Background: an optimization exercise with open tools, aiming at small area. Do not read the settings as production practice. The RTL was checked by simulation tests, not by an equivalence proof against the original design. No activity file was given, so power comes from the tool's default toggle rates.

==> run P <==
Design wb_regfile, start of the top module:
module wb_regfile (
    input  logic         clk,
    input  logic         rst,
    input  logic         wb_reg_write,
    input  logic         wb_mem_reg,
    input  logic [31:0]  wb_read_data_mem,
    input  logic [31:0]  wb_alu_result,
    input  logic [4:0]   wb_write_reg,
    input  logic [4:0]   rd_addr1,
    input  logic [4:0]   rd_addr2,
    output logic [31:0]  rd_data1,
    output logic [31:0]  rd_data2,
    output logic [31:0]  wb_data,
    output logic         wb_we
);
    logic [31:0][31:0] regs_q;
    always_comb begin
        wb_data = wb_mem_reg ? wb_read_data_mem : wb_alu_result;
        wb_we   = wb_reg_write && (wb_write_reg != 5'd0);
    end
    always_ff @(posedge clk) begin
        if (rst) begin
            for (int i = 0; i < 32; i++) begin
                regs_q[i] <= 32'h0;
            end
        end else if (wb_we) begin
            regs_q[wb_write_reg] <= wb_data;
        end
    end
    always_comb begin
        rd_data1 = regs_q[rd_addr1];
        rd_data2 = regs_q[rd_addr2];
        if (rd_addr1 == 5'd0) begin
            rd_data1 = 32'h0;
        end
        if (rd_addr2 == 5'd0) begin
            rd_data2 = 32'h0;
        end
    end
endmodule
==> module wb_regfile, before the edit <==
module wb_regfile (
    input  logic         clk,
    input  logic         rst,
    input  logic         wb_reg_write,
    input  logic         wb_mem_reg,
    input  logic [31:0]  wb_read_data_mem,
    input  logic [31:0]  wb_alu_result,
    input  logic [4:0]   wb_write_reg,
    input  logic [4:0]   rd_addr1,
    input  logic [4:0]   rd_addr2,
    output logic [31:0]  rd_data1,
    output logic [31:0]  rd_data2,
    output logic [31:0]  wb_data,
    output logic         wb_we
);
    logic [31:0][31:0] regs_q;
    always_comb begin
        wb_data = wb_mem_reg ? wb_read_data_mem : wb_alu_result;
        wb_we   = wb_reg_write && (wb_write_reg != 5'd0);
    end
    always_ff @(posedge clk) begin
        if (rst) begin
            for (int i = 0; i < 32; i++) begin
                regs_q[i] <= 32'h0;
            end
        end else if (wb_we) begin
            regs_q[wb_write_reg] <= wb_data;
        end
    end
    always_comb begin
        rd_data1 = regs_q[rd_addr1];
        rd_data2 = regs_q[rd_addr2];
        if (rd_addr1 == 5'd0) begin
            rd_data1 = 32'h0;
        end
        if (rd_addr2 == 5'd0) begin
            rd_data2 = 32'h0;
        end
    end
endmodule
make LEC_CHECK=0 CAP_MARGIN=20 CORE_MARGIN=2 CORE_UTILIZATION=40 SLEW_MARGIN=20 finish   # period 7.0 ns
run.sh (not shown) runs the stock make flow with config.mk's settings and CLKGATE_MAP_FILE= SYNTH_SCRIPT=/design/flow/synth_recipe.tcl, a recipe that flattens the netlist after the stock synthesis.
==> inputs of run M, as changes to run P <==
==> flow/design.v (replaced) <==
module wb_regfile (
    input  logic         clk,
    input  logic         rst,
    input  logic         wb_reg_write,
    input  logic         wb_mem_reg,
    input  logic [31:0]  wb_read_data_mem,
    input  logic [31:0]  wb_alu_result,
    input  logic [4:0]   wb_write_reg,
    input  logic [4:0]   rd_addr1,
    input  logic [4:0]   rd_addr2,
    output logic [31:0]  rd_data1,
    output logic [31:0]  rd_data2,
    output logic [31:0]  wb_data,
    output logic         wb_we
);
    logic [31:1][31:0] regs_q;
    logic [31:1][31:0] regs_d;
    logic [31:1]       wr_en;     
    logic [31:1]       hold;      
    logic [31:1]       sel1, sel2;
    always_comb begin
        wb_data = wb_mem_reg ? wb_read_data_mem : wb_alu_result;
        wb_we   = wb_reg_write && (wb_write_reg != 5'd0);
    end
    always_comb begin
        for (int i = 1; i < 32; i++) begin
            wr_en[i] = !rst && wb_reg_write && (wb_write_reg == 5'(i));
            hold[i]  = !rst && !(wb_reg_write && (wb_write_reg == 5'(i)));
            sel1[i]  = (rd_addr1 == 5'(i));
            sel2[i]  = (rd_addr2 == 5'(i));
        end
    end
    for (genvar i = 1; i < 32; i++) begin : g_row
        for (genvar b = 0; b < 32; b++) begin : g_bit
            rf_ao22 u_nxt (.a1(regs_q[i][b]), .a2(hold[i]), .b1(wb_data[b]), .b2(wr_en[i]),
                           .y(regs_d[i][b]));
        end
    end
    always_ff @(posedge clk) begin
        regs_q <= regs_d;
    end
    for (genvar b = 0; b < 32; b++) begin : g_rd
        logic [31:0] col;
        for (genvar i = 1; i < 32; i++) begin : g_col
            assign col[i] = regs_q[i][b];
        end
        assign col[0] = 1'b0;
        rf_rdmux u_rd1 (.d(col), .sel(sel1), .y(rd_data1[b]));
        rf_rdmux u_rd2 (.d(col), .sel(sel2), .y(rd_data2[b]));
    end
endmodule
module rf_rdmux (
    input  logic [31:0] d,
    input  logic [31:1] sel,
    output logic        y
);
    logic [10:0] t;
    logic        p1, p2, q;
    for (genvar k = 0; k < 10; k++) begin : g_aoi
        rf_aoi222 u_aoi (.a1(d[3*k+1]), .a2(sel[3*k+1]), .b1(d[3*k+2]), .b2(sel[3*k+2]),
                         .c1(d[3*k+3]), .c2(sel[3*k+3]), .y(t[k]));
    end
    rf_nand2 u_n31 (.a(d[31]), .b(sel[31]), .y(t[10]));
    rf_nand4 u_p1 (.a(t[0]), .b(t[1]), .c(t[2]), .d(t[3]), .y(p1));
    rf_nand4 u_p2 (.a(t[4]), .b(t[5]), .c(t[6]), .d(t[7]), .y(p2));
    rf_nor2  u_q  (.a(p1), .b(p2), .y(q));
    rf_nand4 u_y  (.a(q), .b(t[8]), .c(t[9]), .d(t[10]), .y(y));
endmodule
module rf_ao22 (input logic a1, a2, b1, b2, output logic y);
    assign y = (a1 & a2) | (b1 & b2);
endmodule
module rf_aoi222 (input logic a1, a2, b1, b2, c1, c2, output logic y);
    assign y = ~((a1 & a2) | (b1 & b2) | (c1 & c2));
endmodule
module rf_nand2 (input logic a, b, output logic y);
    assign y = ~(a & b);
endmodule
module rf_nand4 (input logic a, b, c, d, output logic y);
    assign y = ~(a & b & c & d);
endmodule
module rf_nor2 (input logic a, b, output logic y);
    assign y = ~(a | b);
endmodule
Settings changed: SYNTH_HIERARCHICAL set to 1.
==> qor summary <==
quantity	run M	run P
Fraction of area in multi-input gates	40.1%	47.5%
Tap Count	1265	1729
Result of the run	finished clean	finished clean
Final #Nets	3717	4872
Switching pwr	3.10 mW	3.66 mW
Share of cells above drive strength 1	14.1%	22.3%
Worst skew pair latency	0.67 ns	0.71 ns
Horiz. Die Dim	313 um	364 um
Global routing usage summed across all routing layers	36.8%	29.6%
Cell with the largest stage delay on the worst path	nor2_4	a2111oi_0
Number of combinational gates with multiple inputs	2166	2986
Area grow syn2layout	25.1%	15.0%
Chip height	313 um	364 um
Final cell count without fillers	4986	6609
Worst max-slew margin expressed relative to the limit	17.4%	17.8%
Hold_ws	0.511 ns	0.478 ns
Comb pwr	0.830 mW	1.64 mW
Register area	0.0199 mm^2	0.0205 mm^2
Area of the core region	0.0947 mm^2	0.128 mm^2
Total stage count of the critical path	8	5
Launch instance of the worst register-to-register path	regs_q[983]	regs_q[966]
Endpoint of the lowest-slack register-to-register path	regs_q[983]	regs_q[966]
Layout clock buffers	147	167
Inverters	0	259
Number of cells in the design after placement	4793	6402
Number of sinks on the clock net	992	1024

## what the ideal ports hide
How much do the figures lean on ideal ports? The routed layouts below were timed once more, with nothing changed but the port constraints. Step 1 assumes that a clkbuf_16 drives the clock port and a buf_2 every other input. Step 2 also shifts input and output timing later by t, the mid clock arrival at the registers, as if the neighbouring blocks saw the same clock. a / b / c = ideal ports / drivers / drivers and shift; a / b = the first two.
run | t (ns) | setup slack, ns | slew at the worst register clock pin (ns) | worst slew at a driven data input, ns | cell pins on the clock port's net
run P | 0.781 | 0.778 / 0.723 / 0.723 | 0.07 / 0.07 | 0.12 | 1
run M | 0.772 | 0.322 / 0.292 / 0.292 | 0.07 / 0.07 | 0.13 | 1
After both steps every run listed still meets setup and hold. The setup slack of run P, which loses most, moves by -0.055 ns with the drivers and by -0.055 ns with both steps.
